Source: an optimization exercise on an open RTL-to-GDS flow (aim: small area and a short achievable clock period). Production flows keep margins and buffers that such runs may drop. In this exercise RTL edits were held to simulation tests only and were not proved equivalent to the original. No activity file was given, so power comes from the tool's default toggle rates.

[design/flow/config.mk]
export PLATFORM = sky130hd
export DESIGN_NAME = rename_unit
export DESIGN_NICKNAME = rename_unit
export VERILOG_FILES = /design/flow/design.v
export SDC_FILE = /design/flow/constraint.sdc
export NUM_CORES = 4
export LEC_CHECK = 0
export CAP_MARGIN = 20
export CORE_MARGIN = 2
export CORE_UTILIZATION = 40
export SLEW_MARGIN = 20
[design/flow/constraint.sdc]
create_clock -name core_clock -period 4.0 [get_ports {clk}]
set_input_delay 0.8000 -clock core_clock [delete_from_list [all_inputs] [get_ports {clk}]]
set_output_delay 0.8000 -clock core_clock [all_outputs]
set_load 0.01 [all_outputs]
[design/flow/design.v]
`default_nettype none
package rename_pkg;
    typedef logic [5-1:0] areg_t;      
    typedef logic [6-1:0] preg_t;      
    typedef struct packed {
        areg_t rd;       
        areg_t rs1;      
        areg_t rs2;      
    } rename_req_t;
    typedef struct packed {
        preg_t prd;          
        preg_t old_prd;      
        preg_t prs1;         
        preg_t prs2;         
    } rename_rsp_t;
    typedef struct packed {
        areg_t rd;       
        preg_t prd;      
    } commit_t;
endpackage
`default_nettype wire
`default_nettype none
module free_list (
    input  logic  clk,
    input  logic  rst,
    input  logic  alloc,
    output rename_pkg::preg_t alloc_preg,
    input  logic  release_valid,
    input  rename_pkg::preg_t release_preg,
    output logic  free_empty
);
    logic [$clog2(32):0]   head_ptr;    
    logic [$clog2(32):0]   tail_ptr;    
    rename_pkg::preg_t                          mem [32];
    logic                           deq;         
    logic                           enq;         
    assign free_empty = (head_ptr == tail_ptr);
    assign alloc_preg = mem[head_ptr[$clog2(32)-1:0]];
    assign deq = alloc && !free_empty;       
    assign enq = release_valid;              
    always_ff @(posedge clk) begin
        if (rst) begin
            head_ptr <= '0;
            tail_ptr <= {1'b1, {$clog2(32){1'b0}}};     
        end else begin
            if (deq) begin
                head_ptr <= head_ptr + 1'b1;
            end
            if (enq) begin
                tail_ptr <= tail_ptr + 1'b1;
            end
        end
    end
    always_ff @(posedge clk) begin
        if (rst) begin
            for (int i = 0; i < 32; i++) begin
                mem[i] <= rename_pkg::preg_t'(32 + i);
            end
        end else if (enq) begin
            mem[tail_ptr[$clog2(32)-1:0]] <= release_preg;
        end
    end
endmodule
`default_nettype wire
`default_nettype none
module rename_map (
    input  logic        clk,
    input  logic        rst,
    input  logic        rename_valid,
    input  rename_pkg::rename_req_t rename_req,
    output logic        rename_stall,
    output logic        rsp_valid,
    output rename_pkg::rename_rsp_t rename_rsp,
    output logic        alloc,
    input  rename_pkg::preg_t       alloc_preg,
    input  logic        free_empty
);
    rename_pkg::preg_t       spec_map [32];      
    logic        accept;                     
    logic        rd_nz;                      
    rename_pkg::rename_rsp_t rsp_d;
    assign rd_nz = (rename_req.rd != '0);
    assign rename_stall = free_empty && rd_nz;
    assign accept       = rename_valid && !rename_stall;
    assign alloc        = accept && rd_nz;
    always_comb begin
        rsp_d.prs1    = (rename_req.rs1 == '0) ? '0 : spec_map[rename_req.rs1];
        rsp_d.prs2    = (rename_req.rs2 == '0) ? '0 : spec_map[rename_req.rs2];
        rsp_d.old_prd = rd_nz ? spec_map[rename_req.rd] : '0;
        rsp_d.prd     = rd_nz ? alloc_preg : '0;     
    end
    always_ff @(posedge clk) begin
        if (rst) begin
            for (int i = 0; i < 32; i++) begin
                spec_map[i] <= rename_pkg::preg_t'(i);           
            end
        end else if (alloc) begin
            spec_map[rename_req.rd] <= alloc_preg;
        end
    end
    always_ff @(posedge clk) begin
        if (rst) begin
            rsp_valid <= 1'b0;
        end else begin
            rsp_valid <= accept;
        end
    end
    always_ff @(posedge clk) begin
        if (accept) begin
            rename_rsp <= rsp_d;
        end
    end
endmodule
`default_nettype wire
`default_nettype none
module commit_map (
    input  logic    clk,
    input  logic    rst,
    input  logic    commit_valid,
    input  rename_pkg::commit_t commit,
    output logic    release_valid,
    output rename_pkg::preg_t   release_preg
);
    rename_pkg::preg_t arch_map [32];    
    assign release_valid = commit_valid && (commit.rd != '0);
    assign release_preg  = arch_map[commit.rd];
    always_ff @(posedge clk) begin
        if (rst) begin
            for (int i = 0; i < 32; i++) begin
                arch_map[i] <= rename_pkg::preg_t'(i);           
            end
        end else if (release_valid) begin
            arch_map[commit.rd] <= commit.prd;       
        end
    end
endmodule
`default_nettype wire
`default_nettype none
module rename_unit (
    input  logic        clk,
    input  logic        rst,
    input  logic        rename_valid,
    input  logic [14:0] rename_req,      
    output logic        rename_stall,
    output logic        rsp_valid,
    output logic [23:0] rename_rsp,      
    input  logic        commit_valid,
    input  logic [10:0] commit           
);
    logic  alloc;            
    rename_pkg::preg_t alloc_preg;
    logic  free_empty;
    logic  release_valid;    
    rename_pkg::preg_t release_preg;
    rename_map rename_map_i (
        .clk          (clk),
        .rst          (rst),
        .rename_valid (rename_valid),
        .rename_req   (rename_req),
        .rename_stall (rename_stall),
        .rsp_valid    (rsp_valid),
        .rename_rsp   (rename_rsp),
        .alloc        (alloc),
        .alloc_preg   (alloc_preg),
        .free_empty   (free_empty)
    );
    free_list free_list_i (
        .clk           (clk),
        .rst           (rst),
        .alloc         (alloc),
        .alloc_preg    (alloc_preg),
        .release_valid (release_valid),
        .release_preg  (release_preg),
        .free_empty    (free_empty)
    );
    commit_map commit_map_i (
        .clk           (clk),
        .rst           (rst),
        .commit_valid  (commit_valid),
        .commit        (commit),
        .release_valid (release_valid),
        .release_preg  (release_preg)
    );
endmodule
`default_nettype wire
[design/flow/run.sh]
#!/bin/bash
# synth_recipe.tcl (not shown) runs the flow's synth.tcl, then flattens the netlist and writes it again
# the make line also repeats each setting of config.mk as NAME=value (left out here)
make -C /OpenROAD-flow-scripts/flow DESIGN_CONFIG=/design/flow/config.mk WORK_HOME=/design/flow/orfs CLKGATE_MAP_FILE= SYNTH_SCRIPT=/design/flow/synth_recipe.tcl finish
==> reports/qor.yml <==
yosys:
  ys_types: 69
  synth_top_area_frac: 0.572
  yosysWarnings: 3
  synth_ff_type: "edfxtp_1"
  ys_ff_latch: 618
  synth_compound_area_frac: 0.0430
  synth_area_leaders: "edfxtp_1, mux4_2, nand2_1"
  synth-edff-count: 600
  ys_seq_area_frac: 0.583
  synth.mux.area_fraction: 0.170
  netlist_area_um2: 31500
  synthCells: 2315
  synth-xor-area-share: 0.00417
  synth_top_area_cell: "edfxtp_1"
  synth_area_per_cell_um2: 13.6
  synthArstFlopShare: 0
  synthAdderAreaFrac: 0.00198
  synth-simple-area-share: 0.162
  synth_top_family_by_area: "multiplexers"
setup_path:
  startpoint_type: "register"
  critPathMaxStageDelay_ns: 0.67
  worstPathCellList: "xor2_1 -> or4_1 -> nor3_2 -> clkdlybuf4s50_1"
  critical_path.top_delay_family: "simple AND/OR/NAND/NOR gates"
  cp.required_ns: 3.20
  worstSetupPathType: "reg2out"
  cp_max_fo: 5
  cp-end-kind: "primary output"
  rrSetupSlack_ns: 0.97
  critPathBufInv: 1
  slowest_stage: "clkdlybuf4s50_1"
  crit_arrival_ns: 2.89
placement:
  postPlaceCellArea_um2: 33300
  gp_congestion: 0.899
  place_hpwl_mm: 58.5
  post-place-ws_ns: 0.213
  io_buffers: 55
  place_inst: 3320
floorplanning:
  core-area_um2: 77700
  die_area_um2: 81100
  rows: 102
  die_w_um: 285
  fp.dieH_um: 285
  pin_count: 56
  start_util: 0.406
power_and_ir_drop:
  switching_share: 0.250
  power_density_nw_per_um2: 436
  power.share.combinational: 0.111
  max-vdd-ir-drop_uv: 298
  power_frac_clock: 0.409
  internal-power_mw: 11.6
  p_switching_mw: 3.87
  p_leak_nw: 11.0
  seqPwrFrac: 0.481
  power_mw: 15.5
clock_tree:
  clkLatencyLatePin_ns: 0.63
  cts_root_buf: "clkbuf_16"
  cts_tree: "built"
  cts_setup_buffers: 0
  htreeDepth: 3
  cts_buffers: 69
  cts_sinks: 618
  cts.path.max_buffers: 3
  clkTransAtPathRegs_ns: 0.06
final_layout:
  utilization: 0.458
  final_cells: 3445
  diodes: 0
  postLayoutCellArea_um2: 35600
  syn2layout_area_growth_pct: 12.9
  final_net_count: 2386
  drive_above_1_share: 0.236
timing:
  finalWorstSetupSlack_ns: 0.312
  fin_crit_ns: 3.69
  relSlewSlack: 0.270
  fin_skew_ns: 0.0311
  setup_viol: 0
  tightest_slew_ns: 1.09
  timing.final.crit_share: 0.922
  fin_hold_ws_ns: 0.530
  rsz0062_at_grt: "false"
  hold_viol_final: 0
  slew_violations: 0
  tns_ns: 0
  max_freq_ghz: 0.271
global_routing:
  top_usage_layer: "met2"
  grt_pass1_wl_mm: 132
  grt_pass1_vias: 20900
  grt_util_met2: 0.352
  met3_usage: 0.0386
  grt_overflow: 0
  grt_usage: 0.214
  grt_max_degree: 78
  use_met1: 0.283
  antenna_found_initial: 0
drt:
  vias: 20700
  vias_per_cell: 5.99
  drtIter0Drc: 2256
  drc: 0
  finalWirelength_mm: 86.8
  ant_nets: 0
  avgRoutedWirePerCell_um: 25.2
  dr.pass1.iters: 6
min_path:
  hold_class: "reg2reg"
job:
  drv_cap: 0
status:
  outcome: "finished clean"
worst min-delay path, stage by stage, from the launching register on:
cell     delay [ns]
dfxtp_1        0.35
xor2_1         0.08
nor2_1         0.07
registers in the layout, indices dropped and copies added, names as in the netlist, named ones only:
name,count
free_list_i.tail_ptr,6
rename_map_i.rsp_valid,1
rename_map_i.rename_rsp,24
free_list_i.mem,192
commit_map_i.arch_map,192
rename_map_i.spec_map,192
free_list_i.head_ptr,6
power groups by stage:
stage          combinational [mW]  sequential (mW)  clock (mW)
2_1_floorplan                1.10             7.54           0
3_3_place_gp                 1.69             7.58           0
3_5_place_dp                 1.71             7.59           0
4_1_cts                      1.71             7.46        6.41
5_1_grt                      1.80             7.48        6.69
6_report                     1.72             7.45        6.33
worst paths after layout:
path                                                            from                                         end  cells after the start
worst max-delay path            free_list_i.tail_ptr[1]$_SDFFE_PP0N_                                rename_stall                      4
worst min-delay path            free_list_i.head_ptr[5]$_SDFFE_PP0N_        free_list_i.head_ptr[5]$_SDFFE_PP0N_                      2
worst max register to register                              register  rename_map_i.spec_map[18][1]$_SDFFCE_PN1P_                      6
worst min register to register  free_list_i.head_ptr[5]$_SDFFE_PP0N_        free_list_i.head_ptr[5]$_SDFFE_PP0N_                      2
cells in the mapped netlist (all sizes together), types with 2 or more instances:
cell type / number
a21o: 4
nand2b: 49
a211oi: 17
mux4: 199
nand3: 79
or3b: 6
dfxtp: 18
mux2i: 57
nor4b: 3
xor2: 8
nand2: 229
o21ai: 3
nand3b: 15
ha: 5
nor2: 227
and3: 31
nor4: 2
o21bai: 9
buf: 110
a211o: 9
or2: 50
a22o: 8
edfxtp: 600
o221ai: 12
nor4bb: 2
mux2: 26
or4b: 2
a21oi: 12
a22oi: 54
clkbuf: 111
o311ai: 2
nor3b: 9
o22ai: 37
or4: 7
and2: 57
nor2b: 9
or3: 71
nand4: 12
xnor2: 7
and3b: 3
inv: 8
nor3: 124
o32ai: 2
what timing repair did:
action | CTS | global route
endpoints found under the hold margin | 0 | 0
resized for setup | 0 | 1
endpoints found under the setup margin | 0 | 1
hold buffers | 0 | 0
cell type report:
class / instances / area [um^2]
Clock buffer: 89 / 1880
Clock inverter: 36 / 372
Fill cell: 6869 / 42100
Inverter: 8 / 30.0
Multi-Input combinational cell: 1479 / 12100
Sequential cell: 618 / 18400
Tap cell: 1040 / 1300
Timing Repair Buffer: 175 / 1550
layout by cell type, fill, tap and decap left out, types with 7 or more instances in the layout:
cell,instances
a211o_1,9
a211oi_1,16
a21oi_1,12
a22o_1,8
a22oi_1,54
and2_1,57
and3_1,31
buf_12,11
buf_4,114
clkbuf_1,16
clkbuf_16,72
clkdlybuf4s50_1,45
clkinv_1,9
clkinv_2,14
conb_1,12
dfxtp_1,16
edfxtp_1,600
inv_1,7
mux2_2,26
mux2i_1,57
mux4_2,199
nand2_1,228
nand2b_1,49
nand3_1,77
nand3b_1,15
nand4_1,12
nor2_1,224
nor2b_1,9
nor3_1,89
nor3_2,31
nor3b_1,9
o221ai_1,12
o22ai_1,37
or2_2,49
or3_1,71
xnor2_1,7
xor2_1,8
per-layer routing:
layer,share of wire,vias to the layer above,wire length (um)
met5,0,-,0
met4,0.037,0,3250
met3,0.074,191,6450
met2,0.48,1017,41900
met1,0.41,10500,35200
li1,-,8950,-
kinds of logic after synthesis:
kind of cell             count (synthesis)
multiplexers                           282
adder cells (fa/ha/maj)                  5
AND/OR/NAND/NOR                        989
buffers and inverters                  229
flip-flops                             618
other                                    1
AO/OA/AOI/OAI                          176
XOR/XNOR                                15

[port drivers added, routing unchanged]
In the flow no input, the clock included, has a driving cell. The finished layout below was timed again as built, in two steps. Step 1, drivers: a clkbuf_16 drives clk and a buf_2 each remaining input, both assumed. Step 2 moves the port delays by t, midway between the first and last clock arrival at a register: inputs arrive t later, outputs are due t later. That takes back most of the time a late clock gives input paths. a / b / c = ideal / step 1 / step 2; a / b = the first two.
shift t [ns]: 0.674
setup slack, ns: 0.312 / 0.251 / 0.407
worst hold slack (ns): 0.530 / 0.530 / 0.530
slew at the worst register clock pin (ns): 0.06 / 0.06
worst data-port slew with drivers (ns): 0.04
After both steps this run still meets setup and hold. The setup slack of this run moves by -0.061 ns with the drivers and by +0.095 ns with both steps.
